Source: an optimization exercise on an open RTL-to-GDS flow (aim: small area, a short achievable clock period and few clock cycles per item). Production flows keep margins and buffers that such runs may drop. Only simulation tests tie the RTL to the original design; equivalence was not proved. Power and IR drop assume default switching activity.

--- flow/design.v ---
package vapi_pkg;
  localparam int CordicSteps = 24;
  localparam int StepW = $clog2(CordicSteps + 1);
  localparam logic signed [31:0] CordicGainQ30 = 32'sd652032874;
  localparam logic [31:0] InvTwoPiQ32 = 32'd683565276;
  localparam logic [15:0] MinTurnRadiusReset = 16'd914;
  typedef enum logic [1:0] {
    CMD_MOVE  = 2'd0,
    CMD_STEER = 2'd1,
    CMD_LOAD  = 2'd2,
    CMD_NONE  = 2'd3
  } cmd_t;
  function automatic logic [31:0] atan_bam(input logic [4:0] i);
    logic [31:0] r;
    unique case (i)
      5'd0: r = 32'h20000000;  5'd1: r = 32'h12E4051E;  5'd2: r = 32'h09FB385B;
      5'd3: r = 32'h051111D4;  5'd4: r = 32'h028B0D43;  5'd5: r = 32'h0145D7E1;
      5'd6: r = 32'h00A2F61E;  5'd7: r = 32'h00517C55;  5'd8: r = 32'h0028BE53;
      5'd9: r = 32'h00145F2F;  5'd10: r = 32'h000A2F98; 5'd11: r = 32'h000517CC;
      5'd12: r = 32'h00028BE6; 5'd13: r = 32'h000145F3; 5'd14: r = 32'h0000A2FA;
      5'd15: r = 32'h0000517D; 5'd16: r = 32'h000028BE; 5'd17: r = 32'h0000145F;
      5'd18: r = 32'h00000A30; 5'd19: r = 32'h00000518; 5'd20: r = 32'h0000028C;
      5'd21: r = 32'h00000146; 5'd22: r = 32'h000000A3; 5'd23: r = 32'h00000051;
      5'd24: r = 32'h00000029; 5'd25: r = 32'h00000014; 5'd26: r = 32'h0000000A;
      5'd27: r = 32'h00000005; 5'd28: r = 32'h00000003; 5'd29: r = 32'h00000001;
      5'd30: r = 32'h00000001; default: r = 32'h00000000;
    endcase
    atan_bam = r;
  endfunction
endpackage
module vehicle_arc_pose_integrator (
  input  logic         clk,
  input  logic         rst,
  input  logic         cfg_we,
  input  logic [15:0]  cfg_wdata,
  input  logic         s_tvalid,
  output logic         s_tready,
  input  logic [151:0] s_tdata,
  output logic         m_tvalid,
  input  logic         m_tready,
  output logic [143:0] m_tdata
);
  typedef enum logic [2:0] {
    F_IDLE, F_DMUL, F_ST0, F_DIV, F_FLUSH, F_WAIT
  } fstate_t;
  typedef enum logic [1:0] {
    R_IDLE, R_COR, R_DIFF
  } rstate_t;
  typedef enum logic [1:0] {
    P_IDLE, P_MUL, P_ADD
  } pstate_t;
  fstate_t fstate;
  rstate_t rstate;
  pstate_t pstate;
  logic [15:0] min_turn_radius;
  logic signed [31:0] x_position, y_position, r_reg;
  logic [31:0] heading_angle;    
  logic [31:0] heading_work;     
  logic signed [15:0] steer_amount;
  logic signed [31:0] r_work;
  logic signed [15:0] steer_work;
  typedef enum logic [1:0] {T_NONE, T_AFTER_R, T_AFTER_P, T_READY} tstate_t;
  tstate_t tstate;
  logic tok_steer;
  logic [1:0] fcmd;
  logic f_arc, f_sgn, qneg;
  logic signed [15:0] sv_f;
  logic [30:0] rem;
  logic [23:0] dvd;
  logic [5:0] dcnt;
  logic skipping;
  logic [63:0] hacc;
  logic signed [33:0] d3;
  logic [1:0] qd_r;
  logic div_steer;
  logic dphase;
  logic signed [31:0] c0x, c0y;
  logic c0f;
  logic signed [31:0] cx, cy, cz;
  logic cflip, cbusy, cbg;
  logic [4:0] ci;
  logic p_arc;
  logic signed [32:0] ma_r, mb_r;
  logic signed [31:0] mop;
  logic mprev;
  logic signed [34:0] acc_a, acc_b;
  logic [1:0] lo_a, lo_b;
  logic [3:0] mcnt;
  logic neg_a, neg_b;
  logic out_free;
  assign out_free = !m_tvalid || m_tready;
  assign s_tready = (fstate == F_IDLE);
  assign m_tdata = {r_reg, steer_amount, heading_angle, y_position, x_position};
  function automatic logic fold_flip(input logic [31:0] h);
    fold_flip = (h[31:30] == 2'b10) || ((h[31:30] == 2'b01) && (h[29:0] != 30'd0));
  endfunction
  function automatic logic [31:0] fold_z(input logic [31:0] h);
    fold_z = fold_flip(h) ? {~h[31], h[30:0]} : h;
  endfunction
  function automatic logic signed [31:0] sat32(input logic signed [37:0] v);
    if (v > 38'sd2147483647) sat32 = 32'sh7fffffff;
    else if (v < -38'sd2147483648) sat32 = 32'sh80000000;
    else sat32 = v[31:0];
  endfunction
  function automatic logic [36:0] bpp(input logic signed [32:0] a, input logic [2:0] b,
                                      input logic flip);
    logic one, two, neg;
    logic signed [36:0] v;
    one = b[1] ^ b[0];
    two = (b[2] & ~b[1] & ~b[0]) | (~b[2] & b[1] & b[0]);
    neg = b[2] ^ flip;
    v = one ? 37'(a) : two ? 37'(a) <<< 1 : 37'sd0;
    bpp = v ^ {37{neg}};
  endfunction
  logic f_move_ready, take_arc, take_straight, f_commit, back_idle;
  logic diff_go, f_defer, r_free, ld_r_go, ld_r_done;
  always_comb begin
    back_idle = (rstate == R_IDLE) && (pstate == P_IDLE);
    f_move_ready = (fstate == F_WAIT) && (fcmd == 2'd0);
    diff_go = (rstate == R_DIFF) && (pstate == P_IDLE) && out_free
              && (tstate != T_AFTER_P) && (tstate != T_READY);
    r_free = ((rstate == R_IDLE) && (!cbusy || (ci == 5'(vapi_pkg::CordicSteps)))) || diff_go;
    take_arc = f_move_ready && f_arc && r_free;
    take_straight = f_move_ready && !f_arc && back_idle && !cbusy && (tstate == T_NONE);
    ld_r_go = (fstate == F_WAIT) && (fcmd == 2'd2) && !ld_r_done && (rstate == R_IDLE);
    f_commit = (fstate == F_WAIT) && (fcmd != 2'd0) && out_free && (tstate == T_NONE)
               && ((fcmd == 2'd2) ? ((ld_r_done || (rstate == R_IDLE)) && (pstate == P_IDLE))
                                  : back_idle);
    f_defer = (fstate == F_WAIT) && fcmd[1:0] != 2'd0 && fcmd != 2'd2 && !back_idle
              && (tstate == T_NONE);
  end
  logic signed [31:0] xs, ys, atv, xb, yb;
  logic signed [31:0] cx_n, cy_n, cz_n;
  logic [32:0] cx_w, cy_w, cz_w;
  logic xsub, ysub, diff_step, e01;
  always_comb begin
    diff_step = (rstate == R_DIFF);
    e01 = c0f ^ cflip;
    xs = cx >>> ci;
    ys = cy >>> ci;
    atv = $signed(vapi_pkg::atan_bam(ci));
    xb = diff_step ? c0x : ys;
    yb = diff_step ? c0y : xs;
    xsub = diff_step ? !e01 : !cz[31];
    ysub = diff_step ? !e01 : cz[31];
    cx_w = {cx, 1'b1} + {xb ^ {32{xsub}}, xsub};
    cy_w = {cy, 1'b1} + {yb ^ {32{ysub}}, ysub};
    cz_w = {cz, 1'b1} + {atv ^ {32{!cz[31]}}, !cz[31]};
    cx_n = cx_w[32:1];
    cy_n = cy_w[32:1];
    cz_n = cz_w[32:1];
  end
  logic dneg;
  logic signed [31:0] dsel;
  logic [31:0] dm, sm;
  logic skip16, skip8;
  logic signed [34:0] dd1, dd2, dd3;
  logic [32:0] x2;
  logic signed [34:0] t1, t2, t3;
  logic [35:0] t1w, t2w, t3w;
  logic [1:0] qd;
  logic [30:0] rem_n;
  logic [63:0] hadd;
  always_comb begin
    dsel = div_steer ? 32'(sv_f) : r_work;
    dneg = dsel[31];
    dm = dneg ? ~dsel : dsel;
    sm = dm;
    sm = sm | (sm >> 1);
    sm = sm | (sm >> 2);
    sm = sm | (sm >> 4);
    sm = sm | (sm >> 8);
    sm = sm | (sm >> 16);
    skip16 = skipping && (dcnt >= 6'd18) && sm[16] && ((rem & ~sm[47-16:17]) == 31'd0);
    skip8 = skipping && (dcnt >= 6'd10) && sm[8] && ((rem & ~sm[39-8:9]) == 31'd0);
    dd1 = 35'(dsel) ^ {35{!dneg}};
    dd2 = (35'(dsel) <<< 1) ^ {35{!dneg}};
    dd3 = 35'(d3) ^ {35{!dneg}};
    x2 = {rem, dvd[23:22]};
    t1w = {35'(x2), 1'b1} + {dd1, !dneg};
    t2w = {35'(x2), 1'b1} + {dd2, !dneg};
    t3w = {35'(x2), 1'b1} + {dd3, !dneg};
    t1 = t1w[35:1];
    t2 = t2w[35:1];
    t3 = t3w[35:1];
    if (!t3[34]) begin qd = 2'd3; rem_n = t3[30:0]; end
    else if (!t2[34]) begin qd = 2'd2; rem_n = t2[30:0]; end
    else if (!t1[34]) begin qd = 2'd1; rem_n = t1[30:0]; end
    else begin qd = 2'd0; rem_n = x2[30:0]; end
    if (div_steer) begin
      unique case (qd_r)
        2'd0: hadd = 64'd0;
        2'd1: hadd = qneg ? 64'hFFFFFFFF : 64'd1;
        2'd2: hadd = qneg ? 64'hFFFFFFFE : 64'd2;
        default: hadd = qneg ? 64'hFFFFFFFD : 64'd3;
      endcase
    end else begin
      hadd = 64'(qd_r) * 64'(vapi_pkg::InvTwoPiQ32);
    end
  end
  logic signed [32:0] ma, mb;
  logic [2:0] bd0, bd1;
  logic signed [36:0] sum_a, sum_b;
  always_comb begin
    ma = ma_r;
    mb = mb_r;
    bd0 = {mop[1:0], mprev};
    bd1 = mop[3:1];
    sum_a = 37'(acc_a) + $signed(bpp(ma, bd0, neg_a)) + ($signed(bpp(ma, bd1, neg_a)) <<< 2)
          + 37'(bd0[2] ^ neg_a) + (37'(bd1[2] ^ neg_a) << 2);
    sum_b = 37'(acc_b) + $signed(bpp(mb, bd0, neg_b)) + ($signed(bpp(mb, bd1, neg_b)) <<< 2)
          + 37'(bd0[2] ^ neg_b) + (37'(bd1[2] ^ neg_b) << 2);
  end
  logic [24:0] dpart;
  always_comb begin
    logic [7:0] nv;
    logic [8:0] sp;
    sp = dphase ? sv_f[15:7] : {sv_f[7:0], 1'b0};
    nv = '0;
    dpart = dphase ? hacc[24:0] : 25'd0;
    for (int k = 0; k < 4; k++) begin
      logic [2:0] b;
      logic one, two, ng;
      logic [18:0] v;
      b = sp[2*k +: 3];
      one = b[1] ^ b[0];
      two = (b[2] & ~b[1] & ~b[0]) | (~b[2] & b[1] & b[0]);
      ng = (b[2] ^ f_sgn) & (one | two);
      v = one ? {3'b000, rem[15:0]} : two ? {2'b00, rem[15:0], 1'b0} : 19'd0;
      v = v ^ {19{ng}};
      dpart = dpart + (25'($signed(v)) << (2 * k));
      nv[2*k] = ng;
    end
    dpart = dpart + 25'(nv);
  end
  logic signed [36:0] dpa, dpb;
  logic signed [31:0] x_upd, y_upd;
  always_comb begin
    dpa = p_arc ? $signed({acc_a, lo_a}) : 37'(acc_a >>> 6);
    dpb = p_arc ? $signed({acc_b, lo_b}) : 37'(acc_b >>> 6);
    x_upd = sat32(38'(x_position) + 38'(dpa));
    y_upd = sat32(38'(y_position) + 38'(dpb));
  end
  logic [31:0] h_turn;
  logic [32:0] h_turn_w;
  assign h_turn_w = {heading_work, 1'b1} + {hacc[63:32] ^ {32{qneg}}, qneg};
  assign h_turn = h_turn_w[32:1];
  logic signed [15:0] sv_in;
  always_comb begin
    sv_in = $signed(s_tdata[17:2]);
    if (sv_in > 16'sd16384) sv_in = 16'sd16384;
    if (sv_in < -16'sd16384) sv_in = -16'sd16384;
  end
  logic signed [15:0] ovf_lim;
  assign ovf_lim = {9'd0, min_turn_radius[15:9]};
  logic [31:0] load_h;
  assign load_h = {rem[7:0], dvd};
  logic signed [31:0] d3_src;
  logic signed [33:0] d3_n;
  assign d3_src = (fstate == F_ST0) ? 32'(sv_f) : r_work;
  assign d3_n = 34'(d3_src) + (34'(d3_src) <<< 1);
  always_ff @(posedge clk) begin
    if (rst) begin
      fstate <= F_IDLE; rstate <= R_IDLE; pstate <= P_IDLE;
      m_tvalid <= 1'b0; min_turn_radius <= vapi_pkg::MinTurnRadiusReset;
      x_position <= '0; y_position <= '0; heading_angle <= '0; heading_work <= '0;
      steer_amount <= '0; r_reg <= '0; steer_work <= '0; r_work <= '0;
      tstate <= T_NONE;
      c0x <= 32'sd1073741826; c0y <= -32'sd76; c0f <= 1'b0;
      cbusy <= 1'b0;
    end else begin
      if (cfg_we) min_turn_radius <= cfg_wdata;
      if (m_tvalid && m_tready) m_tvalid <= 1'b0;
      if (cbusy) begin
        if (ci != 5'(vapi_pkg::CordicSteps)) begin
          cx <= cx_n; cy <= cy_n; cz <= cz_n;
          ci <= ci + 5'd1;
        end else begin
          cbusy <= 1'b0;
          if (cbg) begin
            c0x <= cx; c0y <= cy; c0f <= cflip;
          end
        end
      end
      unique case (fstate)
        F_IDLE: if (s_tvalid) begin
          fcmd <= s_tdata[1:0];
          unique case (s_tdata[1:0])
            2'd0: begin   
              sv_f <= $signed(s_tdata[33:18]);
              rem <= 31'(s_tdata[49:34]);
              f_sgn <= s_tdata[33];
              f_arc <= (steer_work != 0) && (r_work != 0);
              dphase <= 1'b0;
              fstate <= F_DMUL;
            end
            2'd1: begin   
              sv_f <= sv_in;
              fstate <= F_ST0;
            end
            2'd2: begin   
              ld_r_done <= 1'b0;
              hacc <= s_tdata[113:50];
              {rem[7:0], dvd} <= s_tdata[145:114];
              fstate <= F_WAIT;
            end
            default: fstate <= F_WAIT;
          endcase
        end
        F_DMUL: if (!dphase) begin
          dvd[7:0] <= dpart[7:0];
          hacc[24:0] <= 25'($signed(dpart[24:8]));
          dphase <= 1'b1;
        end else begin
          rem <= 31'(dpart[22:16]);
          dvd[23:8] <= dpart[15:0];
          if (f_arc) begin
            dcnt <= 6'd48; hacc <= '0; skipping <= 1'b1; qd_r <= 2'd0;
            div_steer <= 1'b0;
            qneg <= f_sgn ^ r_work[31];
            d3 <= d3_n;
            fstate <= F_DIV;
          end else begin
            fstate <= F_WAIT;
          end
        end
        F_ST0: begin
          if (sv_f == 0) begin
            hacc <= '0; fstate <= F_WAIT;
          end else if ((sv_f <= ovf_lim) && (sv_f >= -ovf_lim)) begin
            hacc <= {32'd0, sv_f[15] ? 32'h80000000 : 32'h7fffffff};
            fstate <= F_WAIT;
          end else begin
            rem <= 31'(min_turn_radius[15:10]);
            dvd <= {min_turn_radius[9:0], 14'd0};
            dcnt <= 6'd32; hacc <= '0; skipping <= 1'b1; qd_r <= 2'd0;
            qneg <= sv_f[15];
            div_steer <= 1'b1;
            d3 <= d3_n;
            fstate <= F_DIV;
          end
        end
        F_DIV: begin
          if (skip16) begin
            rem <= {rem[14:0], dvd[23:8]};
            dvd <= {dvd[7:0], 16'd0};
            dcnt <= dcnt - 6'd16;
          end else if (skip8) begin
            rem <= {rem[22:0], dvd[23:16]};
            dvd <= {dvd[15:0], 8'd0};
            dcnt <= dcnt - 6'd8;
          end else begin
            skipping <= 1'b0;
            rem <= rem_n;
            dvd <= {dvd[21:0], 2'd0};
            dcnt <= dcnt - 6'd2;
            qd_r <= qd;
            hacc <= {hacc[61:0], 2'd0} + hadd;
            if (dcnt == 6'd2) fstate <= F_FLUSH;
          end
        end
        F_FLUSH: begin
          hacc <= {hacc[61:0], 2'd0} + hadd;
          fstate <= F_WAIT;
        end
        F_WAIT: begin
          if (take_arc || take_straight) fstate <= F_IDLE;
          if (ld_r_go) begin
            heading_work <= load_h;
            cx <= vapi_pkg::CordicGainQ30; cy <= '0; ci <= '0;
            cz <= fold_z(load_h); cflip <= fold_flip(load_h);
            cbusy <= 1'b1; cbg <= 1'b1;
            ld_r_done <= 1'b1;
          end
          if (f_defer) begin
            if (fcmd == 2'd1) begin
              steer_work <= sv_f;
              r_work <= hacc[31:0];
            end
            tok_steer <= (fcmd == 2'd1);
            if ((rstate != R_IDLE) && !diff_go) tstate <= T_AFTER_R;
            else if (((pstate != P_IDLE) && !((pstate == P_ADD) && out_free)) || diff_go)
              tstate <= T_AFTER_P;
            else tstate <= T_READY;
            fstate <= F_IDLE;
          end
          if (f_commit) begin
            unique case (fcmd)
              2'd1: begin
                steer_amount <= sv_f;
                r_reg <= hacc[31:0];
                steer_work <= sv_f;
                r_work <= hacc[31:0];
              end
              2'd2: begin
                x_position <= hacc[31:0];
                y_position <= hacc[63:32];
                heading_angle <= load_h;
              end
              default: ;
            endcase
            m_tvalid <= 1'b1;
            fstate <= F_IDLE;
          end
        end
        default: fstate <= F_IDLE;
      endcase
      if (diff_go) begin
        ma_r <= 33'(cy_n); mb_r <= 33'(cx_n);
        neg_a <= cflip; neg_b <= !cflip;
        p_arc <= 1'b1;
        mop <= r_reg; mprev <= 1'b0;
        acc_a <= '0; acc_b <= '0; mcnt <= 4'd7;
        c0x <= cx; c0y <= cy; c0f <= cflip;
        heading_angle <= heading_work;
        if (tstate == T_AFTER_R) tstate <= T_AFTER_P;
        pstate <= P_MUL;
        rstate <= R_IDLE;
      end
      if ((rstate == R_COR) && (ci == 5'(vapi_pkg::CordicSteps - 1))) rstate <= R_DIFF;
      if (take_arc) begin
        heading_work <= h_turn;
        cx <= vapi_pkg::CordicGainQ30; cy <= '0; ci <= '0;
        cz <= fold_z(h_turn); cflip <= fold_flip(h_turn);
        cbusy <= 1'b1; cbg <= 1'b0;
        rstate <= R_COR;
      end
      unique case (pstate)
        P_IDLE: if (take_straight) begin
          ma_r <= 33'(c0x); mb_r <= 33'(c0y);
          mop <= {1'b0, rem[6:0], dvd}; mprev <= 1'b0;
          neg_a <= f_sgn ^ c0f; neg_b <= f_sgn ^ c0f;
          acc_a <= '0; acc_b <= '0; mcnt <= 4'd7;
          p_arc <= 1'b0;
          pstate <= P_MUL;
        end
        P_MUL: begin
          acc_a <= 35'(sum_a >>> 4); lo_a <= sum_a[3:2];
          acc_b <= 35'(sum_b >>> 4); lo_b <= sum_b[3:2];
          mop <= mop >>> 4; mprev <= mop[3];
          mcnt <= mcnt - 4'd1;
          if (mcnt == 4'd0) pstate <= P_ADD;
        end
        P_ADD: if (out_free) begin
          x_position <= x_upd;
          y_position <= y_upd;
          m_tvalid <= 1'b1;
          if (tstate == T_AFTER_P) tstate <= T_READY;
          pstate <= P_IDLE;
        end
        default: pstate <= P_IDLE;
      endcase
      if ((tstate == T_READY) && out_free) begin
        if (tok_steer) begin
          steer_amount <= steer_work;
          r_reg <= r_work;
        end
        m_tvalid <= 1'b1;
        tstate <= T_NONE;
      end
    end
  end
endmodule
--- flow/run.sh ---
#!/bin/bash
# synth_recipe.tcl (not shown) runs the flow's synth.tcl, then flattens the netlist and writes it again
# the make line also repeats each setting of config.mk as NAME=value (left out here)
make -C /OpenROAD-flow-scripts/flow DESIGN_CONFIG=/design/flow/config.mk WORK_HOME=/design/flow/orfs CLKGATE_MAP_FILE= SYNTH_SCRIPT=/design/flow/synth_recipe.tcl finish
--- flow/config.mk ---
export PLATFORM = sky130hd
export DESIGN_NAME = vehicle_arc_pose_integrator
export DESIGN_NICKNAME = vehicle_arc_pose_integrator
export VERILOG_FILES = /design/flow/design.v
export SDC_FILE = /design/flow/constraint.sdc
export NUM_CORES = 4
export LEC_CHECK = 0
export CAP_MARGIN = 20
export CORE_MARGIN = 2
export CORE_UTILIZATION = 35
export SLEW_MARGIN = 20
--- flow/constraint.sdc ---
create_clock -name core_clock -period 13.5 [get_ports {clk}]
set_input_delay 2.7000 -clock core_clock [delete_from_list [all_inputs] [get_ports {clk}]]
set_output_delay 2.7000 -clock core_clock [all_outputs]
set_load 0.01 [all_outputs]
==> impl_results.md, run 1 <==
* Final count of hold timing violations at 0
* Placement Cell Area at 82,900 um^2
* PD cells at 260 nW/um^2
* Xor/xnor share of the synthesized area at 0.0954
* Fill count at 21,998
* Critical Path RT at 14,120 ps
* Post-synthesis adder-cell area fraction at 0.131
* Seq/Total Area, Yosys at 0.274
* Fin crit share at 0.633
* Synthesized flop and latch total at 815
* Area growth syn-to-layout at 12.6%
* Switching share of power at 0.529
* First-pass GRT wire length at 457 mm
* Cts bufs inserted at 100
* # setup viols final at 0
* Setup crit end kind: flip-flop
* Number of I/O port buffers at 312
* Reg2reg start: dphase
* RSZ-0062 raised after global routing: false
* CP Launch Point: dphase
* Max-slew violations at 0
* Max Cap Viol at 0
* Register with the most flip-flops: hacc
* GP Congestion at 0.979
* Hold slack at 467 ps
* Distinct cells, synth at 105
* Fin Setup TNS at 0 ps
* P_int at 0.0106 W
* IO Count at 319
* Mean post-synth cell area at 8.22 um^2
* Largest net degree at the start of global routing at 127
* Status: finished clean
* Reg power frac at 0.169
* CORE AREA at 218,000 um^2
* Setup Skew at 54.8 ps
* Post-Syn Nets at 10,228
* Starting Density at 0.353
* Fmax at 117 MHz
* Commonest non-fill, non-tap cell in the layout: nand2_1
* Initial antenna violation count at 16
* Largest regs: hacc: 64 flops, acc_a: 35 flops, acc_b: 35 flops
* Ys async rst share at 0
* CTS tree: done
* Total congestion overflow at 0
* Post-synthesis simple-gate area fraction at 0.161
* Complex-gate fraction of the synthesized area at 0.235
* Number of synthesized flops with an enable pin at 469
* Arrival @ worst endpoint at 9180 ps
* Largest family of logic cells by synthesized area: compound AO/OA/AOI/OAI gates
* Hold path startpoint: c0x[17]
* H-tree level count at 3
* Post-CTS Resized at 0
* Final #Nets at 10,233
* Worst vdd ir at 0.553 mV
* Max Buffers Root-to-Sink at 3
* Post-route cell area at 86,400 um^2
* LEAKAGE at 35.5 nW
* Logic pwr share at 0.704
* Hold buffers post-CTS at 0
* Num rows at 171
* Post-synthesis mux area share at 0.0552
* Die width at 472 um
* Flip-flop count of the largest register after layout at 64
* Clk pwr share at 0.127
* Die area at 223,000 um^2
* DRC violations left at 0
* Detailed Routing Iterations Pass 1 at 6
* Clock Pin Slew Worst Setup and Hold Paths at 70 ps
* Most used flip-flop cell after synthesis: edfxtp_1
* DR vias at 72,512
* Drt total wl at 314 mm
* Placed cell count at 12,088
* Setup bufs post-CTS at 0
* Worst min path class: flip-flop to flip-flop
* Wire length per cell at 25.5 um
* Share of cells above drive strength 1 at 0.0618
* Relative slew slack at 0.0737
* DR iter-0 viols at 8,061
* Root buf cell: clkbuf_16
* DPL Wire Length at 238 mm
* Post-Syn Instances at 9,334
* Clk sinks at 815
* Type of origin of the critical path: flip-flop
* DR vias/cell at 5.90
* Mapped cell area at 76,700 um^2
* Crit path max fanout at 52
* Ys Warns at 1
* Sw Pwr at 0.0119 W
* Clock latency (worst-skew pair) at 780 ps
* Post-route ant nets at 0
* Worst-Margin Slew at 1380 ps
* Final instance count without filler cells at 12,291
* GRT Resource Usage Total at 0.270
* Worst Setup Path Type: flip-flop to flip-flop
* Final min period at 8550 ps
* Vias in the first global route at 68,805
* Most frequent cells in the layout: nand2_1 (1,475), a21oi_1 (927), nor2_1 (634)
* Die Height at 472 um
## per-layer routing
metal / global-route usage / wire (um)
met1: 0.347 / 128000
met2: 0.430 / 141000
met3: 0.0393 / 22800
met4: 0.161 / 21900
met5: 0 / 43
## power groups by stage
stage / Sequential [W] / Clock, W / Combinational, W
3_5_place_dp: 0.00382 / 0 / 0.0155
6_report: 0.00380 / 0.00285 / 0.0158
5_1_grt: 0.00381 / 0.00297 / 0.0171
4_1_cts: 0.00377 / 0.00289 / 0.0156
3_3_place_gp: 0.00381 / 0 / 0.0154
2_1_floorplan: 0.00349 / 0 / 0.0106
## synthesized netlist by cell type, types with 80 or more instances
| library cell | count | area share |
|---|---|---|
| a21o_1 | 249 | 0.024 |
| xnor2_1 | 529 | 0.060 |
| o21ai_0 | 519 | 0.034 |
| a21oi_1 | 930 | 0.061 |
| xor2_1 | 307 | 0.035 |
| o211ai_1 | 89 | 0.0087 |
| nor3_1 | 101 | 0.0066 |
| fa_1 | 135 | 0.035 |
| a211oi_1 | 131 | 0.013 |
| clkbuf_1 | 478 | 0.023 |
| o22ai_1 | 86 | 0.0070 |
| edfxtp_1 | 469 | 0.18 |
| a221oi_1 | 93 | 0.011 |
| nand2b_1 | 88 | 0.0072 |
| nor2_1 | 637 | 0.031 |
| ha_1 | 586 | 0.096 |
| dfxtp_1 | 346 | 0.090 |
| inv_1 | 355 | 0.017 |
| mux2i_1 | 249 | 0.032 |
| o21bai_1 | 80 | 0.0078 |
| nand3_1 | 155 | 0.010 |
| nand2_1 | 1482 | 0.072 |
| o21a_1 | 90 | 0.0088 |
## through the flow
stage,utilization,power [W],setup slack [ps]
2_1_floorplan,-,0.0141,2320
3_3_place_gp,0.381,0.0192,5400
3_5_place_dp,0.381,0.0193,5320
4_1_cts,0.396,0.0223,5260
5_1_grt,0.397,0.0239,4510
6_report,0.397,0.0225,4950
## critical path, stage by stage (launching register included)
cell	delay [ps]
edfxtp_1	320
buf_4	500
mux2i_1	690
xnor2_1	190
nand2b_1	510
clkinv_1	740
xnor2_1	410
fa_1	480
fa_1	520
fa_1	430
ha_1	320
nor2b_1	170
o21ai_0	110
a21boi_0	230
o21ai_0	120
a21boi_0	440
o21bai_1	160
a21boi_0	260
o21ai_0	190
a21boi_0	380
o21ai_0	170
xnor2_1	720
a221oi_1	170
nor2_1	150
## path summary, 6_finish.rpt
check / end / slack [ps] / cells past startpoint
max reg2reg: hacc[13] / 4950 / 23
min reg2reg: c0x[17] / 470 / 2
min: c0x[17] / 470 / 2
max: hacc[13] / 4950 / 23
## cell type report
type | count | area (um^2) | share of cell area
multi-input cells | 7567 | 52500 | 0.607
clock buffers | 144 | 2930 | 0.0339
diodes | 10 | 25.0 | 0.000290
well taps | 2854 | 3570 | 0.0413
inverters | 362 | 1370 | 0.0158
clock inverters | 46 | 460 | 0.00533
repair buffers | 493 | 4560 | 0.0528
flip-flops and latches | 815 | 21000 | 0.243
## logic make-up after synthesis
group | Yosys count
AOI/OAI and AO/OA | 2795
and+or+nand+nor | 2863
muxes | 351
xor gates and xnor gates | 836
DFF | 815
adders and majority gates | 722
buffers and inverters | 952
Testbench counts, summed over its fixed seeds: cycles 199,480, items 9,600.
==> inputs of run 2 (changes only) <==
--- a/flow/design.v
+++ b/flow/design.v
@@ -74,10 +74,10 @@
   logic [1:0] qd_r;
   logic div_steer;
-  logic dphase;
+  logic dphase, dprev;
   logic signed [31:0] c0x, c0y;
   logic c0f;
   logic signed [31:0] cx, cy, cz;
   logic cflip, cbusy, cbg;
-  logic [4:0] ci;
+  logic [4:0] ci, ciy_n;
   logic p_arc;
   logic signed [32:0] ma_r, mb_r;
@@ -138,6 +138,6 @@
     e01 = c0f ^ cflip;
     xs = cx >>> ci;
-    ys = cy >>> ci;
-    atv = $signed(vapi_pkg::atan_bam(ci));
+    ys = cy >>> (~ciy_n);
+    atv = $signed(vapi_pkg::atan_bam(cbusy ? ci : 5'd31));
     xb = diff_step ? c0x : ys;
     yb = diff_step ? c0y : xs;
@@ -216,5 +216,5 @@
     logic [7:0] nv;
     logic [8:0] sp;
-    sp = dphase ? sv_f[15:7] : {sv_f[7:0], 1'b0};
+    sp = {sv_f[7:0], dprev};
     nv = '0;
     dpart = dphase ? hacc[24:0] : 25'd0;
@@ -261,4 +261,15 @@
   assign d3_n = 34'(d3_src) + (34'(d3_src) <<< 1);
   always_ff @(posedge clk) begin
+    if (take_arc || ld_r_go) begin
+      cx <= vapi_pkg::CordicGainQ30; cy <= '0; ci <= '0; ciy_n <= '1;
+      cz <= fold_z(take_arc ? h_turn : load_h);
+      cflip <= fold_flip(take_arc ? h_turn : load_h);
+      cbg <= !take_arc;
+    end else if (cbusy && (ci != 5'(vapi_pkg::CordicSteps))) begin
+      cx <= cx_n; cy <= cy_n; cz <= cz_n;
+      ci <= ci + 5'd1; ciy_n <= ciy_n - 5'd1;
+    end
+  end
+  always_ff @(posedge clk) begin
     if (rst) begin
       fstate <= F_IDLE; rstate <= R_IDLE; pstate <= P_IDLE;
@@ -272,13 +283,8 @@
       if (cfg_we) min_turn_radius <= cfg_wdata;
       if (m_tvalid && m_tready) m_tvalid <= 1'b0;
-      if (cbusy) begin
-        if (ci != 5'(vapi_pkg::CordicSteps)) begin
-          cx <= cx_n; cy <= cy_n; cz <= cz_n;
-          ci <= ci + 5'd1;
-        end else begin
-          cbusy <= 1'b0;
-          if (cbg) begin
-            c0x <= cx; c0y <= cy; c0f <= cflip;
-          end
+      if (cbusy && (ci == 5'(vapi_pkg::CordicSteps))) begin
+        cbusy <= 1'b0;
+        if (cbg) begin
+          c0x <= cx; c0y <= cy; c0f <= cflip;
         end
       end
@@ -293,4 +299,5 @@
               f_arc <= (steer_work != 0) && (r_work != 0);
               dphase <= 1'b0;
+              dprev <= 1'b0;
               fstate <= F_DMUL;
             end
@@ -311,4 +318,6 @@
           dvd[7:0] <= dpart[7:0];
           hacc[24:0] <= 25'($signed(dpart[24:8]));
+          sv_f <= {{8{sv_f[15]}}, sv_f[15:8]};
+          dprev <= sv_f[7];
           dphase <= 1'b1;
         end else begin
@@ -368,7 +377,5 @@
           if (ld_r_go) begin
             heading_work <= load_h;
-            cx <= vapi_pkg::CordicGainQ30; cy <= '0; ci <= '0;
-            cz <= fold_z(load_h); cflip <= fold_flip(load_h);
-            cbusy <= 1'b1; cbg <= 1'b1;
+            cbusy <= 1'b1;
             ld_r_done <= 1'b1;
           end
@@ -421,7 +428,5 @@
       if (take_arc) begin
         heading_work <= h_turn;
-        cx <= vapi_pkg::CordicGainQ30; cy <= '0; ci <= '0;
-        cz <= fold_z(h_turn); cflip <= fold_flip(h_turn);
-        cbusy <= 1'b1; cbg <= 1'b0;
+        cbusy <= 1'b1;
         rstate <= R_COR;
       end
==> impl_results.md, run 2 <==
* GP Congestion at 1.00 (+2.4%)
* IO Count at 319 (unchanged)
* Arrival @ worst endpoint at 8460 ps (-720 ps)
* Setup bufs post-CTS at 0 (unchanged)
* DR vias at 75,709 (+4.4%)
* Starting Density at 0.353 (+0.000380)
* DR vias/cell at 5.97 (+1.2%)
* Largest net degree at the start of global routing at 132 (+3.9%)
* Most frequent cell on the critical path: fa_1
* Largest regs: hacc: 64 flops, acc_a: 35 flops, acc_b: 35 flops
* Worst-Margin Slew at 1310 ps (-69.8 ps)
* Area growth syn-to-layout at 12.7%
* Crit path max fanout at 22 (-58%)
* Max Cap Viol at 0 (unchanged)
* Vias in the first global route at 70,532 (+2.5%)
* WP depth at 21 (-8.7%)
* Flip-flop count of the largest register after layout at 64 (unchanged)
* CORE AREA at 218,000 um^2 (unchanged)
* Hold Path Cell Cnt at 2 (unchanged)
* Worst vdd ir at 0.891 mV (+61%)
* Fmax at 126 MHz (+7.6%)
* Share of the synthesized area in the top cell type at 0.157 (-0.0268)
* Root buf cell: clkbuf_16
* Cts bufs inserted at 100 (unchanged)
* GRT Resource Usage Total at 0.283 (+0.0123)
* Count leader, synth: nand2_1
* Share of cells above drive strength 1 at 0.0546 (-0.00722)
* Number of synthesized flops with an enable pin at 401 (-14%)
* Commonest non-fill, non-tap cell in the layout: nand2_1
* CTS tree: done
* Final min period at 7950 ps (-602 ps)
* R2R Setup Slk at 5550 ps (+600 ps)
* Hold buffers post-CTS at 0 (unchanged)
* DPL Wire Length at 253 mm (+6.5%)
* Distinct cells, synth at 96 (-8.6%)
* Most frequent cells in the layout: nand2_1 (1,506), a21oi_1 (944), nor2_1 (717)
* Setup Skew at 36.2 ps (-18.6 ps)
* RSZ-0062 raised after global routing: false
* Worst min path class: flip-flop to flip-flop
* Post-route ant nets at 0 (unchanged)
* Mapped cell area at 76,800 um^2 (+0.11%)
* First-pass GRT wire length at 476 mm (+4.1%)
* Post-Syn Instances at 9,757 (+4.5%)
* Clk sinks at 791 (-2.9%)
* Number of I/O port buffers at 312 (unchanged)
* Hold slack at 474 ps (+7.37 ps)
* LEAKAGE at 35.7 nW (+0.67%)
* Relative slew slack at 0.122 (+0.0478)
* Die Height at 473 um (about the same)
* Final count of hold timing violations at 0 (unchanged)
* Clock Pin Slew Worst Setup and Hold Paths at 60 ps (about the same)
* Die area at 223,000 um^2 (+0.11%)
* # setup viols final at 0 (unchanged)
* Type of origin of the critical path: flip-flop
* Critical Path RT at 14,010 ps (-110 ps)
* Synthesized flop and latch total at 791 (-2.9%)
* DR iter-0 viols at 8,316 (+3.2%)
* Mean post-synth cell area at 7.87 um^2 (-4.2%)
* Critical path cell sequence: xor2_1 > buf_4 > xor2_1 > a221o_1 > fa_1 > fa_1 > inv_1 > fa_1 > inv_1 > ha_1 > a21o_1 > a2111oi_0 > o21ai_0 > a31oi_1 > o21bai_1 > a41oi_1 > nor4b_1 > nor3_1 > xnor2_1 > nor2_1 > o32a_1
* Top delay family on crit path: compound AO/OA/AOI/OAI gates
* Status: finished clean
* Die width at 473 um (about the same)
* Largest area contributor in the netlist: edfxtp_1
* Seq/Total Area, Yosys at 0.258 (-0.0154)
* Fill count at 22,121 (+0.56%)
* H-tree level count at 3 (unchanged)
* Crit path largest cell delay at 1010 ps (+270 ps)
* Num rows at 171 (unchanged)
* Most used flip-flop cell after synthesis: edfxtp_1
* Fin Setup TNS at 0 ps (unchanged)
* Setup crit end kind: flip-flop
* Ys async rst share at 0 (unchanged)
* Max-slew violations at 0 (unchanged)
* Post-CTS Resized at 0 (unchanged)
* Post-Syn Nets at 10,649 (+4.1%)
* Reg2reg end: hacc[14]
* Initial antenna violation count at 30 (+14)
* Reg2reg start: sv_f[1]
* Wire length per cell at 25.9 um (+1.6%)
* CP max-delay cell: edfxtp_1
* Total congestion overflow at 0 (unchanged)
* Clock latency (worst-skew pair) at 790 ps (about the same)
* DRC violations left at 0 (unchanged)
* Register with the most flip-flops: hacc
* PD cells at 299 nW/um^2 (+15%)
* Detailed Routing Iterations Pass 1 at 8 (+2)
* Worst path bufs/invs at 3 (+1)
* Ys Warns at 1 (unchanged)
* Top post-synthesis cells by area: edfxtp_1 (16%), dfxtp_1 (10%), ha_1 (9.5%)
* Post-synth top cells: nand2_1 (1,513), a21oi_1 (947), nor2_1 (729), ha_1 (584), o21ai_0 (555)
* Worst Setup Path Type: flip-flop to flip-flop
* Final #Nets at 10,618 (+3.8%)
* R2R cell count at 21 (-8.7%)
* Drt total wl at 329 mm (+4.8%)
* Max Buffers Root-to-Sink at 3 (unchanged)
* Fin crit share at 0.589 (-0.0446)
-- run 2: metrics by stage --
step	power (W)	util	instance area, um^2	worst slack, ps	cells
after floorplan	0.0158	-	76800	4790	9757
after global placement	0.0221	0.381	82900	5550	12477
after detailed placement	0.0222	0.381	82900	5480	12477
after CTS	0.0253	0.398	86500	5740	12666
after global routing	0.0275	0.398	86600	5300	12670
final	0.0259	0.398	86600	5550	12677
-- run 2: kinds of logic after synthesis --
| logic type | share of synthesized area |
|---|---|
| adders and majority gates | 0.131 |
| AOI/OAI and AO/OA | 0.236 |
| buffers and inverters | 0.0538 |
| DFF | 0.258 |
| muxes | 0.0455 |
| and+or+nand+nor | 0.180 |
| xor gates and xnor gates | 0.0950 |
-- run 2: how the worst max path moves through the flow --
stage                        start  slack [ps]       end
final                      sv_f[1]        5550  hacc[14]
after global placement    m_tready        5550     cflip
after detailed placement  m_tready        5480     cflip
after global routing       sv_f[1]        5300  hacc[14]
after floorplan                rst        4790  acc_a[0]
after CTS                  sv_f[1]        5740  hacc[14]
-- run 2: power breakdown --
part           switching [W]  internal [W]
Clock                0.00124       0.00176
Combinational         0.0122       0.00676
Sequential          0.000828       0.00309
-- run 2: area by class of cell --
cell class	count	area, um^2	share of cell area
Antenna cell	10	25.0	0.000289
Multi-Input combinational cell	7882	53300	0.616
Inverter	462	1740	0.0201
Tap cell	2854	3570	0.0412
Timing Repair Buffer	489	4480	0.0518
Sequential cell	791	19900	0.229
Clock buffer	134	2880	0.0333
Clock inverter	55	701	0.00809
-- run 2: per-layer routing --
metal,global-route usage,share of wire
met5,0,0.00030
met3,0.0492,0.085
met2,0.441,0.44
met4,0.156,0.064
met1,0.370,0.41
-- run 2: tightest hold or removal path: stages, from the launching register on --
cell and delay (ps):
dfxtp_1 320, nand2_1 50, a21oi_1 50
Testbench counts of run 2, summed over its fixed seeds: cycles 199,480, items 9,600.
==> inputs of run 3 (changes only) <==
--- a/flow/design.v
+++ b/flow/design.v
@@ -74,5 +74,6 @@
   logic [1:0] qd_r;
   logic div_steer;
-  logic dphase, dprev;
+  logic [1:0] dph;
+  logic [8:0] dctl;
   logic signed [31:0] c0x, c0y;
   logic c0f;
@@ -84,4 +85,5 @@
   logic signed [31:0] mop;
   logic mprev;
+  logic bo0, bt0, bo1, bt1, na0, na1, nb0, nb1;
   logic signed [34:0] acc_a, acc_b;
   logic [1:0] lo_a, lo_b;
@@ -120,5 +122,6 @@
     diff_go = (rstate == R_DIFF) && (pstate == P_IDLE) && out_free
               && (tstate != T_AFTER_P) && (tstate != T_READY);
-    r_free = ((rstate == R_IDLE) && (!cbusy || (ci == 5'(vapi_pkg::CordicSteps)))) || diff_go;
+    r_free = ((rstate == R_IDLE) && (!cbusy || (ci == 5'(vapi_pkg::CordicSteps))))
+             || (diff_go && !m_tvalid);
     take_arc = f_move_ready && f_arc && r_free;
     take_straight = f_move_ready && !f_arc && back_idle && !cbusy && (tstate == T_NONE);
@@ -200,37 +203,45 @@
   end
   logic signed [32:0] ma, mb;
-  logic [2:0] bd0, bd1;
+  function automatic logic [2:0] benc(input logic [2:0] b);
+    benc = {b[1] ^ b[0], (b[2] & ~b[1] & ~b[0]) | (~b[2] & b[1] & b[0]), b[2]};
+  endfunction
+  function automatic logic [36:0] bsel(input logic signed [32:0] a, input logic one,
+                                       input logic two, input logic neg);
+    logic signed [36:0] v;
+    v = one ? 37'(a) : two ? 37'(a) <<< 1 : 37'sd0;
+    bsel = v ^ {37{neg}};
+  endfunction
   logic signed [36:0] sum_a, sum_b;
   always_comb begin
     ma = ma_r;
     mb = mb_r;
-    bd0 = {mop[1:0], mprev};
-    bd1 = mop[3:1];
-    sum_a = 37'(acc_a) + $signed(bpp(ma, bd0, neg_a)) + ($signed(bpp(ma, bd1, neg_a)) <<< 2)
-          + 37'(bd0[2] ^ neg_a) + (37'(bd1[2] ^ neg_a) << 2);
-    sum_b = 37'(acc_b) + $signed(bpp(mb, bd0, neg_b)) + ($signed(bpp(mb, bd1, neg_b)) <<< 2)
-          + 37'(bd0[2] ^ neg_b) + (37'(bd1[2] ^ neg_b) << 2);
+    sum_a = 37'(acc_a) + $signed(bsel(ma, bo0, bt0, na0)) + ($signed(bsel(ma, bo1, bt1, na1)) <<< 2)
+          + 37'(na0) + (37'(na1) << 2);
+    sum_b = 37'(acc_b) + $signed(bsel(mb, bo0, bt0, nb0)) + ($signed(bsel(mb, bo1, bt1, nb1)) <<< 2)
+          + 37'(nb0) + (37'(nb1) << 2);
   end
-  logic [24:0] dpart;
-  always_comb begin
-    logic [7:0] nv;
-    logic [8:0] sp;
-    sp = {sv_f[7:0], dprev};
-    nv = '0;
-    dpart = dphase ? hacc[24:0] : 25'd0;
-    for (int k = 0; k < 4; k++) begin
+  function automatic logic [8:0] denc(input logic [6:0] sp, input logic sgn);
+    for (int k = 0; k < 3; k++) begin
       logic [2:0] b;
-      logic one, two, ng;
-      logic [18:0] v;
+      logic one, two;
       b = sp[2*k +: 3];
       one = b[1] ^ b[0];
       two = (b[2] & ~b[1] & ~b[0]) | (~b[2] & b[1] & b[0]);
-      ng = (b[2] ^ f_sgn) & (one | two);
-      v = one ? {3'b000, rem[15:0]} : two ? {2'b00, rem[15:0], 1'b0} : 19'd0;
-      v = v ^ {19{ng}};
-      dpart = dpart + (25'($signed(v)) << (2 * k));
-      nv[2*k] = ng;
+      denc[3*k +: 3] = {(b[2] ^ sgn) & (one | two), two, one};
+    end
+  endfunction
+  logic [25:0] dpart;
+  always_comb begin
+    logic [5:0] nv;
+    nv = '0;
+    dpart = (dph != 2'd0) ? hacc[25:0] : 26'd0;
+    for (int k = 0; k < 3; k++) begin
+      logic [18:0] v;
+      v = dctl[3*k] ? {3'b000, rem[15:0]} : dctl[3*k+1] ? {2'b00, rem[15:0], 1'b0} : 19'd0;
+      v = v ^ {19{dctl[3*k+2]}};
+      dpart = dpart + (26'($signed(v)) << (2 * k));
+      nv[2*k] = dctl[3*k+2];
     end
-    dpart = dpart + 25'(nv);
+    dpart = dpart + 26'(nv);
   end
   logic signed [36:0] dpa, dpb;
@@ -298,6 +309,6 @@
               f_sgn <= s_tdata[33];
               f_arc <= (steer_work != 0) && (r_work != 0);
-              dphase <= 1'b0;
-              dprev <= 1'b0;
+              dph <= 2'd0;
+              dctl <= denc({s_tdata[23:18], 1'b0}, s_tdata[33]);
               fstate <= F_DMUL;
             end
@@ -315,13 +326,14 @@
           endcase
         end
-        F_DMUL: if (!dphase) begin
-          dvd[7:0] <= dpart[7:0];
-          hacc[24:0] <= 25'($signed(dpart[24:8]));
-          sv_f <= {{8{sv_f[15]}}, sv_f[15:8]};
-          dprev <= sv_f[7];
-          dphase <= 1'b1;
+        F_DMUL: if (dph != 2'd2) begin
+          if (dph == 2'd0) dvd[5:0] <= dpart[5:0];
+          else dvd[11:6] <= dpart[5:0];
+          hacc[25:0] <= 26'($signed(dpart[25:6]));
+          sv_f <= {{6{sv_f[15]}}, sv_f[15:6]};
+          dctl <= denc(sv_f[11:5], f_sgn);
+          dph <= dph + 2'd1;
         end else begin
-          rem <= 31'(dpart[22:16]);
-          dvd[23:8] <= dpart[15:0];
+          rem <= 31'(dpart[18:12]);
+          dvd[23:12] <= dpart[11:0];
           if (f_arc) begin
             dcnt <= 6'd48; hacc <= '0; skipping <= 1'b1; qd_r <= 2'd0;
@@ -418,4 +430,7 @@
         p_arc <= 1'b1;
         mop <= r_reg; mprev <= 1'b0;
+        {bo0, bt0, na0} <= benc({r_reg[1:0], 1'b0}) ^ {2'b00, cflip};
+        {bo1, bt1, na1} <= benc(r_reg[3:1]) ^ {2'b00, cflip};
+        nb0 <= r_reg[1] ^ !cflip; nb1 <= r_reg[3] ^ !cflip;
         acc_a <= '0; acc_b <= '0; mcnt <= 4'd7;
         c0x <= cx; c0y <= cy; c0f <= cflip;
@@ -435,4 +450,7 @@
           ma_r <= 33'(c0x); mb_r <= 33'(c0y);
           mop <= {1'b0, rem[6:0], dvd}; mprev <= 1'b0;
+          {bo0, bt0, na0} <= benc({dvd[1:0], 1'b0}) ^ {2'b00, f_sgn ^ c0f};
+          {bo1, bt1, na1} <= benc(dvd[3:1]) ^ {2'b00, f_sgn ^ c0f};
+          nb0 <= dvd[1] ^ f_sgn ^ c0f; nb1 <= dvd[3] ^ f_sgn ^ c0f;
           neg_a <= f_sgn ^ c0f; neg_b <= f_sgn ^ c0f;
           acc_a <= '0; acc_b <= '0; mcnt <= 4'd7;
@@ -444,4 +462,7 @@
           acc_b <= 35'(sum_b >>> 4); lo_b <= sum_b[3:2];
           mop <= mop >>> 4; mprev <= mop[3];
+          {bo0, bt0, na0} <= benc(mop[5:3]) ^ {2'b00, neg_a};
+          {bo1, bt1, na1} <= benc(mop[7:5]) ^ {2'b00, neg_a};
+          nb0 <= mop[5] ^ neg_b; nb1 <= mop[7] ^ neg_b;
           mcnt <= mcnt - 4'd1;
           if (mcnt == 4'd0) pstate <= P_ADD;
--- a/flow/config.mk
+++ b/flow/config.mk
@@ -8,4 +8,4 @@
 export CAP_MARGIN = 20
 export CORE_MARGIN = 2
-export CORE_UTILIZATION = 35
+export CORE_UTILIZATION = 40
 export SLEW_MARGIN = 20
==> impl_results.md, run 3 <==
* Hold buffers post-CTS at 0 (unchanged)
* GRT Resource Usage Total at 0.315 (+0.0321)
* Hold path startpoint: c0x[16]
* CTS tree: done
* Setup Skew at 53.6 ps (+17.4 ps)
* Post-Syn Instances at 9,194 (-5.8%)
* Final min period at 7060 ps (-889 ps)
* Die Height at 437 um (-7.4%)
* Mean post-synth cell area at 8.17 um^2 (+3.8%)
* Post-synthesis mux area share at 0.0523 (+0.00689)
* Xor/xnor share of the synthesized area at 0.0977 (+0.00274)
* Hold slack at 471 ps (-2.83 ps)
* Crit path to: rem[19]
* Max-slew violations at 0 (unchanged)
* Detailed Routing Iterations Pass 1 at 7 (-1)
* Setup crit end kind: flip-flop
* Placed cell count at 11,589 (-7.1%)
* RSZ-0062 raised after global routing: false
* Cts bufs inserted at 102 (+2.0%)
* Total congestion overflow at 0 (unchanged)
* PD cells at 293 nW/um^2 (-2.0%)
* GP Congestion at 1.01 (+0.28%)
* Relative slew slack at 0.251 (+0.129)
* Count leader, synth: nand2_1
* Critical Path RT at 14,000 ps (about the same)
* Crit path max fanout at 47 (+110%)
* Post-synthesis adder-cell area fraction at 0.130 (-0.00103)
* Seq/Total Area, Yosys at 0.269 (+0.0111)
* Worst min path class: flip-flop to flip-flop
* Largest area contributor in the netlist: edfxtp_1
* DRC violations left at 0 (unchanged)
* Worst Setup Path Type: flip-flop to flip-flop
* DR vias/cell at 6.17 (+3.3%)
* Clock latency (worst-skew pair) at 780 ps (about the same)
* Setup bufs post-CTS at 0 (unchanged)
* First-pass GRT wire length at 454 mm (-4.5%)
* Initial antenna violation count at 18 (-40%)
* DR vias at 72,737 (-3.9%)
* Clk sinks at 804 (+1.6%)
* Worst-Margin Slew at 1120 ps (-191 ps)
* Top post-synthesis cells by area: edfxtp_1 (17%), dfxtp_1 (10%), ha_1 (9.8%)
* R2R cell count at 18 (-14%)
* Type of origin of the critical path: flip-flop
* Root buf cell: clkbuf_16
* Die width at 437 um (-7.4%)
* Share of the synthesized area in the top cell type at 0.165 (+0.00875)
* Number of synthesized flops with an enable pin at 414 (+3.2%)
* Drt total wl at 313 mm (-4.8%)
* Post-route ant nets at 0 (unchanged)
* Register with the most flip-flops: hacc
* Largest regs: hacc: 64 flops, acc_a: 35 flops, acc_b: 35 flops
* Status: finished clean
* Final #Nets at 10,079 (-5.1%)
* Final count of hold timing violations at 0 (unchanged)
* Post-synthesis simple-gate area fraction at 0.167 (-0.0134)
* Vias in the first global route at 67,655 (-4.1%)
* Max Buffers Root-to-Sink at 3 (unchanged)
* Post-Syn Nets at 10,074 (-5.4%)
* Share of cells above drive strength 1 at 0.0562 (+0.00159)
* LEAKAGE at 34.9 nW (-2.5%)
* Ys Warns at 1 (unchanged)
* Worst vdd ir at 0.481 mV (-46%)
* Most used flip-flop cell after synthesis: edfxtp_1
* R2R Setup Slk at 6440 ps (+890 ps)
* CORE AREA at 187,000 um^2 (-14%)
* Final instance count without filler cells at 11,786 (-7.0%)
* Number of I/O port buffers at 312 (unchanged)
* Starting Density at 0.401 (+0.0482)
* Post-CTS Resized at 0 (unchanged)
* Fill count at 18,489 (-16%)
* Wire length per cell at 26.6 um (+2.4%)
* Largest family of logic cells by synthesized area: compound AO/OA/AOI/OAI gates
* DPL Wire Length at 238 mm (-6.1%)
* Most frequent cells in the layout: nand2_1 (1,343), a21oi_1 (784), nor2_1 (648)
* Synthesized flop and latch total at 804 (+1.6%)
* Commonest non-fill, non-tap cell in the layout: nand2_1
* H-tree level count at 3 (unchanged)
* Mapped cell area at 75,100 um^2 (-2.2%)
* Clock Pin Slew Worst Setup and Hold Paths at 60 ps (about the same)
* Fmax at 142 MHz (+13%)
* Num rows at 159 (-7.0%)
* Max Cap Viol at 0 (unchanged)
* Flip-flop count of the largest register after layout at 64 (unchanged)
* # setup viols final at 0 (unchanged)
* Fin crit share at 0.523 (-0.0658)
* Fin Setup TNS at 0 ps (unchanged)
* Area growth syn-to-layout at 12.2%
* Hold Path Cell Cnt at 2 (unchanged)
* Reg2reg end: rem[19]
* Ys async rst share at 0 (unchanged)
* Arrival @ worst endpoint at 7560 ps (-900 ps)
* Die area at 191,000 um^2 (-14%)
* DR iter-0 viols at 7,835 (-5.8%)
* Largest net degree at the start of global routing at 162 (+23%)
* Complex-gate fraction of the synthesized area at 0.240 (+0.00406)
* Distinct cells, synth at 95 (-1.0%)
* IO Count at 319 (unchanged)
* Post-synth top cells: nand2_1 (1,347), a21oi_1 (787), nor2_1 (655), ha_1 (588), o21ai_0 (567)
[run 3: cell families (layout without fill, tap and decap cells)]
group,Yosys count,after routing
compound gates,2815,2815
mux,339,339
xor+xnor,838,838
other cells,0,4
flops,804,804
buf+inv,862,955
simple gates,2829,2829
fa+ha+maj,707,707
[run 3: cell type report]
class                      count  area (um^2)  area share
antenna                        4         10.0    0.000119
clock buffer                 141         2960      0.0351
clock inverter                51          608     0.00721
inverter                     287         1090      0.0129
multi-input combinational   7528        51900       0.615
sequential                   804        20200       0.240
tap                         2495         3120      0.0370
timing repair buffer         476         4400      0.0522
[run 3: per-layer routing]
metal,track usage,vias up,wire (um),part of all wire
met1,0.410,35176,127000,0.40
li1,-,33361,-,-
met5,0,-,78,0.00025
met3,0.0582,721,27700,0.088
met2,0.480,3467,135000,0.43
met4,0.198,12,23300,0.074
[run 3: worst min path at each step]
stage,endpoint,slack [ps]
after floorplan,min_turn_radius[7],430
after global placement,c0x[3],450
after detailed placement,c0x[25],460
after CTS,c0x[25],470
after global routing,c0x[16],490
final,c0x[16],470
[run 3: where the power goes]
group	switching (W)	internal (W)	leakage, nW
clock network	0.00122	0.00176	1.76
logic	0.0109	0.00665	26.0
registers	0.000962	0.00322	7.11
[run 3: through the flow]
stage	instance area (um^2)	util	power [W]	setup slack [ps]
floorplan	75100	-	0.0157	5060
global placement	80700	0.431	0.0210	5890
detailed placement	80700	0.431	0.0211	5940
CTS	84300	0.450	0.0242	6570
global route	84300	0.450	0.0261	5980
finish	84300	0.450	0.0247	6440
[run 3: critical path, cell delays in order (launching register included)]
cell and delay, ps:
dfxtp_2 310, buf_4 520, mux2_2 280, buf_4 560, inv_2 430, xnor2_1 350
ha_1 330, a21oi_1 160, o22ai_1 130, o41a_1 410, o21a_1 240, a31oi_1 740
nor2_1 220, o21ai_2 900, buf_4 450, o21ai_0 140, a21oi_1 160, nor3_1 60
a221o_1 270
Testbench counts of run 3, summed over its fixed seeds: cycles 202,530, items 9,600.
==> inputs of run 4 (changes only) <==
--- a/flow/design.v
+++ b/flow/design.v
@@ -273,6 +273,10 @@
   always_ff @(posedge clk) begin
     if (take_arc || ld_r_go) begin
-      cx <= vapi_pkg::CordicGainQ30; cy <= '0; ci <= '0; ciy_n <= '1;
-      cz <= fold_z(take_arc ? h_turn : load_h);
+      logic [31:0] z0;
+      z0 = fold_z(take_arc ? h_turn : load_h);
+      cx <= vapi_pkg::CordicGainQ30;
+      cy <= z0[31] ? -vapi_pkg::CordicGainQ30 : vapi_pkg::CordicGainQ30;
+      cz <= {z0[31:29] + (z0[31] ? 3'b001 : 3'b111), z0[28:0]};
+      ci <= 5'd1; ciy_n <= 5'b11110;
       cflip <= fold_flip(take_arc ? h_turn : load_h);
       cbg <= !take_arc;
==> impl_results.md, run 4 <==
* Max Cap Viol at 0 (unchanged)
* Final count of hold timing violations at 0 (unchanged)
* Post-Syn Instances at 9,261 (+0.73%)
* Drt total wl at 317 mm (+1.1%)
* Post-synthesis simple-gate area fraction at 0.168 (+0.000874)
* Setup Skew at 30.2 ps (-23.4 ps)
* Die width at 438 um (+0.23%)
* Detailed Routing Iterations Pass 1 at 6 (-1)
* DPL Wire Length at 244 mm (+2.5%)
* Sw Pwr at 0.0123 W (-5.6%)
* Distinct cells, synth at 106 (+12%)
* Largest net degree at the start of global routing at 97 (-40%)
* Xor/xnor share of the synthesized area at 0.0969 (-0.000806)
* Total congestion overflow at 0 (unchanged)
* DR iter-0 viols at 7,773 (-0.79%)
* Worst Setup Path Type: flip-flop to flip-flop
* Multi-input logic area at 51,700 um^2 (-0.37%)
* IO Count at 319 (unchanged)
* First-pass GRT wire length at 460 mm (+1.3%)
* Placed cell count at 11,608 (+0.16%)
* Post-synthesis adder-cell area fraction at 0.129 (-0.000210)
* Status: finished clean
* Critical Path RT at 14,010 ps (about the same)
* Root buf cell: clkbuf_16
* Largest area contributor in the netlist: edfxtp_1
* GP Congestion at 1.02 (+1.2%)
* Clk pwr share at 0.125 (+0.004)
* Relative slew slack at 0.111 (-0.140)
* Most frequent cells in the layout: nand2_1 (1,424), a21oi_1 (767), o21ai_0 (622)
* Mean post-synth cell area at 8.15 um^2 (-0.26%)
* Wire length per cell at 26.8 um (+0.88%)
* Post-synthesis mux area share at 0.0440 (-0.00837)
* Initial antenna violation count at 4 (-14)
* Num rows at 159 (unchanged)
* Count leader, synth: nand2_1
* LEAKAGE at 34.3 nW (-1.7%)
* Fmax at 154 MHz (+8.4%)
* Post-route ant nets at 0 (unchanged)
* Share of cells above drive strength 1 at 0.0538 (-0.00240)
* DRC violations left at 0 (unchanged)
* Vias in the first global route at 68,362 (+1.0%)
* H-tree level count at 3 (unchanged)
* Starting Density at 0.402 (+0.00104)
* Register with the most flip-flops: hacc
* Tot Pwr at 0.0233 W (-5.7%)
* Die area at 192,000 um^2 (+0.47%)
* Seq/Total Area, Yosys at 0.272 (+0.00298)
* Commonest non-fill, non-tap cell in the layout: nand2_1
* Setup crit end kind: flip-flop
* DR vias at 72,386 (-0.48%)
* Post-CTS Resized at 0 (unchanged)
* Share of the synthesized area in the top cell type at 0.177 (+0.0120)
* CP max-delay cell: a2111oi_0
* Worst vdd ir at 0.395 mV (-18%)
* Clock latency (worst-skew pair) at 770 ps (about the same)
* Top post-synthesis cells by area: edfxtp_1 (18%), ha_1 (9.7%), dfxtp_1 (9.5%)
* Crit path max fanout at 38 (-19%)
* Most frequent cell on the critical path: o21ai_0
* Crit path largest cell delay at 840 ps (-60 ps)
* Number of I/O port buffers at 312 (unchanged)
* Number of synthesized flops with an enable pin at 446 (+7.7%)
* CTS tree: done
* Final instance count without filler cells at 11,809 (+0.20%)
* Fin Setup TNS at 0 ps (unchanged)
* Complex-gate fraction of the synthesized area at 0.242 (+0.00207)
* CORE AREA at 188,000 um^2 (+0.21%)
* Fill count at 18,559 (+0.38%)
* PD cells at 277 nW/um^2 (-5.6%)
* Worst-Margin Slew at 1330 ps (+205 ps)
* Post-synth top cells: nand2_1 (1,430), a21oi_1 (770), o21ai_0 (622), nor2_1 (597), ha_1 (588)
* Sequential cell area at 20,600 um^2 (+1.6%)
* Hold buffers post-CTS at 0 (unchanged)
* Largest regs: hacc: 64 flops, acc_a: 35 flops, acc_b: 35 flops
* Fin crit share at 0.482 (-0.0407)
* Type of origin of the critical path: flip-flop
* Largest family of logic cells by synthesized area: compound AO/OA/AOI/OAI gates
* Mapped cell area at 75,500 um^2 (+0.47%)
* DR vias/cell at 6.13 (-0.68%)
* Most used flip-flop cell after synthesis: edfxtp_1
* Max-slew violations at 0 (unchanged)
* P_int at 0.0110 W (-5.7%)
* Die Height at 438 um (+0.23%)
* Ys Warns at 1 (unchanged)
* GRT Resource Usage Total at 0.318 (+0.00262)
* Clock Pin Slew Worst Setup and Hold Paths at 60 ps (about the same)
* Switching share of power at 0.530 (about the same)
* Synthesized flop and latch total at 804 (unchanged)
* Critical path cell sequence: inv_1 > nand2b_1 > buf_4 > inv_1 > nand2_1 > nand2_1 > ha_1 > a21o_1 > a21oi_1 > o21ai_0 > a2111oi_0 > o21ai_0 > a21oi_1 > o31ai_1 > or4_1 > and3_1 > nor3_1 > or3_1 > o21ai_0
* Arrival @ worst endpoint at 7020 ps (-540 ps)
* # setup viols final at 0 (unchanged)
* Worst min path class: flip-flop to flip-flop
* Flip-flop count of the largest register after layout at 64 (unchanged)
* Post-Syn Nets at 10,142 (+0.68%)
* Area growth syn-to-layout at 11.6%
* Hold slack at 474 ps (+3.27 ps)
* Cts bufs inserted at 103 (+0.98%)
* Max Buffers Root-to-Sink at 3 (unchanged)
* Final #Nets at 10,104 (+0.25%)
* Ys async rst share at 0 (unchanged)
* Logic pwr share at 0.692 (-0.018)
* Worst path bufs/invs at 3 (-1)
* Setup bufs post-CTS at 0 (unchanged)
* RSZ-0062 raised after global routing: false
* Final min period at 6510 ps (-550 ps)
* Reg power frac at 0.182 (+0.013)
* Clk sinks at 804 (unchanged)
* Top delay family on crit path: compound AO/OA/AOI/OAI gates
run 4: cell types whose count changed in the layout (fill, tap and decap cells not counted), sizes merged, moves of 28 or more:
cell,before,now
dfxtp,390,358
nor2,655,599
a21o,275,228
nand2,1347,1431
buf,165,133
a211oi,135,107
inv,288,332
edfxtp,414,446
xor2,279,341
a311oi,47,98
mux2i,250,212
xnor2,559,494
run 4: power groups by stage:
| stage | logic, W | clock network [W] | registers, W |
|---|---|---|---|
| 3_3_place_gp | 0.0155 | 0 | 0.00427 |
| 5_1_grt | 0.0175 | 0.00303 | 0.00424 |
| 2_1_floorplan | 0.0112 | 0 | 0.00365 |
| 4_1_cts | 0.0158 | 0.00294 | 0.00423 |
| 6_report | 0.0161 | 0.00292 | 0.00425 |
| 3_5_place_dp | 0.0157 | 0 | 0.00428 |
run 4: per-stage QoR:
step / area, um^2 / setup WS, ps / util
after global routing: 84200 / 6620 / 0.449
final: 84300 / 6990 / 0.449
after CTS: 84100 / 7080 / 0.449
after global placement: 80700 / 7100 / 0.430
after detailed placement: 80700 / 7120 / 0.430
after floorplan: 75500 / 4940 / -
run 4: final timing paths:
path / depth (start not counted) / slack, ps / end / start
worst max-delay path: 19 / 6990 / d3[32] / fstate[0]
worst min-delay path: 2 / 470 / flip-flop / flip-flop
worst max register to register: 19 / 6990 / d3[32] / fstate[0]
worst min register to register: 2 / 470 / flip-flop / flip-flop
run 4: metal layers:
| metal | global-route usage | vias up | wire, um |
|---|---|---|---|
| met4 | 0.212 | 2 | 24800 |
| met3 | 0.0450 | 743 | 22100 |
| met1 | 0.393 | 34991 | 124000 |
| li1 | - | 33539 | - |
| met5 | 0 | - | 20 |
| met2 | 0.514 | 3111 | 145000 |
run 4: cells by family (layout without fill, tap and decap cells):
| logic type | after synthesis | count (layout) |
|---|---|---|
| and+or+nand+nor | 2865 | 2865 |
| AOI/OAI and AO/OA | 2840 | 2840 |
| buffers and inverters | 913 | 963 |
| xor gates and xnor gates | 835 | 835 |
| DFF | 804 | 804 |
| adders and majority gates | 709 | 709 |
| muxes | 295 | 295 |
| other | 0 | 3 |
run 4: final cells by class:
class                   instances  share of cell area
diodes                          3           0.0000891
clock buffers                 150              0.0366
clock inverters                43             0.00454
inverters                     326              0.0146
multi-input cells            7544               0.613
flip-flops and latches        804               0.244
well taps                    2495              0.0371
repair buffers                444              0.0496
run 4: worst min-delay path, cell delays in order, from the launching register on:
cell	delay (ps)
dfxtp_1	320
nand2_1	60
a21oi_1	50
Testbench counts of run 4, summed over its fixed seeds: cycles 199,098, items 9,600.
==> inputs of run 5 (changes only) <==
--- a/flow/config.mk
+++ b/flow/config.mk
@@ -8,4 +8,4 @@
 export CAP_MARGIN = 20
 export CORE_MARGIN = 2
-export CORE_UTILIZATION = 40
+export CORE_UTILIZATION = 50
 export SLEW_MARGIN = 20
==> impl_results.md, run 5 <==
* Largest regs: hacc: 64 flops, acc_a: 35 flops, acc_b: 35 flops
* P_int at 0.0109 W (-0.34%)
* Largest family of logic cells by synthesized area: compound AO/OA/AOI/OAI gates
* Worst vdd ir at 0.696 mV (+76%)
* Final WS setup at 6900 ps (-87.9 ps)
* Setup bufs post-CTS at 0 (unchanged)
* Ys async rst share at 0 (unchanged)
* Ys Warns at 1 (unchanged)
* Reg power frac at 0.178 (-0.004)
* First-pass GRT wire length at 457 mm (-0.54%)
* DRC violations left at 0 (unchanged)
* Number of I/O port buffers at 312 (unchanged)
* Arrival @ worst endpoint at 7080 ps (+60 ps)
* Final instance count without filler cells at 11,324 (-4.1%)
* PD cells at 284 nW/um^2 (+2.6%)
* Distinct cells, synth at 106 (unchanged)
* Wire length per cell at 28.0 um (+4.3%)
* DPL Wire Length at 241 mm (-1.4%)
* Starting Density at 0.503 (+0.101)
* Type of origin of the critical path: flip-flop
* Fmax at 152 MHz (-1.3%)
* Largest net degree at the start of global routing at 143 (+47%)
* Share of the synthesized area in the top cell type at 0.177 (unchanged)
* Tot Pwr at 0.0237 W (+1.8%)
* Top post-synthesis cells by area: edfxtp_1 (18%), ha_1 (9.7%), dfxtp_1 (9.5%)
* Placed cell count at 11,132 (-4.1%)
* Post-synth top cells: nand2_1 (1,430), a21oi_1 (770), o21ai_0 (622), nor2_1 (597), ha_1 (588)
* Seq/Total Area, Yosys at 0.272 (unchanged)
* DR iter-0 viols at 7,849 (+0.98%)
* Share of cells above drive strength 1 at 0.0545 (+0.000691)
* Worst Setup Path Type: flip-flop to flip-flop
* Status: finished clean
* DR vias at 72,622 (+0.33%)
* Wire length on met2 at 139 mm (-4.5%)
* Post-synthesis simple-gate area fraction at 0.168 (unchanged)
* Commonest non-fill, non-tap cell in the layout: nand2_1
* Die Height at 393 um (-10%)
* DR vias/cell at 6.41 (+4.6%)
* LEAKAGE at 34.2 nW (-0.17%)
* Post-synthesis adder-cell area fraction at 0.129 (unchanged)
* IO Count at 319 (unchanged)
* Fin crit share at 0.489 (+0.00651)
* Clock Pin Slew Worst Setup and Hold Paths at 60 ps (about the same)
* Final #Nets at 10,098 (-0.059%)
* GP Congestion at 1.07 (+5.2%)
* Worst-Margin Slew at 1260 ps (-70.4 ps)
* # setup viols final at 0 (unchanged)
* Critical Path RT at 13,980 ps (-30 ps)
* Dpl ws at 6950 ps (-167 ps)
==> run 5: logic make-up (layout without fill, tap and decap cells) <==
logic type,count (synthesis),after routing
AO/OA/AOI/OAI,2840,2840
XOR/XNOR,835,835
adder cells (fa/ha/maj),709,709
buffers and inverters,913,955
flip-flops,804,804
multiplexers,295,295
other,0,5
AND/OR/NAND/NOR,2865,2865
==> run 5: layout make-up <==
cell class              count  area, um^2  share of cell area
well taps                2016        2520              0.0302
clock inverters            66         684             0.00819
flip-flops and latches    804       20600               0.246
multi-input cells        7544       51700               0.618
repair buffers            443        4130              0.0494
clock buffers             120        2740              0.0328
inverters                 326        1230              0.0147
diodes                      5        12.5            0.000150
==> run 5: layer usage <==
metal | vias up | GRT usage
met5 | - | 0
met1 | 34877 | 0.501
met4 | 20 | 0.301
met2 | 3410 | 0.615
li1 | 33545 | -
met3 | 770 | 0.0708
==> run 5: final timing paths <==
path / from / end / slack (ps) / cells past startpoint
max: bt0 / acc_b[32] / 6900 / 23
min: flip-flop / flip-flop / 470 / 2
max reg2reg: bt0 / acc_b[32] / 6900 / 23
min reg2reg: flip-flop / flip-flop / 470 / 2
==> run 5: power groups by stage <==
stage / logic (W) / clock network, W / registers, W
6_report: 0.0167 / 0.00285 / 0.00422
5_1_grt: 0.0180 / 0.00297 / 0.00422
3_5_place_dp: 0.0160 / 0 / 0.00422
3_3_place_gp: 0.0158 / 0 / 0.00422
4_1_cts: 0.0161 / 0.00287 / 0.00417
2_1_floorplan: 0.0112 / 0 / 0.00365
==> run 5: stage by stage <==
stage,hold WS [ps],utilization,cell area (um^2)
2_1_floorplan,442,-,75500
3_3_place_gp,462,0.534,80100
3_5_place_dp,465,0.534,80100
4_1_cts,473,0.557,83500
5_1_grt,490,0.557,83600
6_report,473,0.557,83600
==> run 5: critical path: cells and delay by family (launching register included) <==
| family | cells | cell delay (ps) |
|---|---|---|
| AO/OA/AOI/OAI | 10 | 2630 |
| adder cells (fa/ha/maj) | 4 | 1450 |
| flip-flops | 1 | 610 |
| XOR/XNOR | 1 | 180 |
| multiplexers | 1 | 330 |
| AND/OR/NAND/NOR | 3 | 360 |
| buffers and inverters | 4 | 750 |

what the ideal ports hide:
The results above use ideal ports. As a check the final layouts listed here were re-extracted and re-timed, cells and wires unchanged. Step 1 sets driving cells, clkbuf_16 on the clock port and buf_2 on the other inputs (assumed; they add their load-dependent delay and slew). Step 2 also shifts input and output timing later by t, the mid clock arrival at the registers, as if the neighbouring blocks saw the same clock. a / b / c = no drivers / after step 1 / after step 2; a / b = the first two.
run	t, ns	slack for setup (ns)
run 1	0.841	4.948 / 4.948 / 4.948
run 2	0.856	5.550 / 5.550 / 5.416
run 3	0.843	6.439 / 6.439 / 5.781
run 4	0.845	6.989 / 6.989 / 6.989
run 5	0.827	6.901 / 6.901 / 6.901
After both steps setup and hold are still met in every run listed.
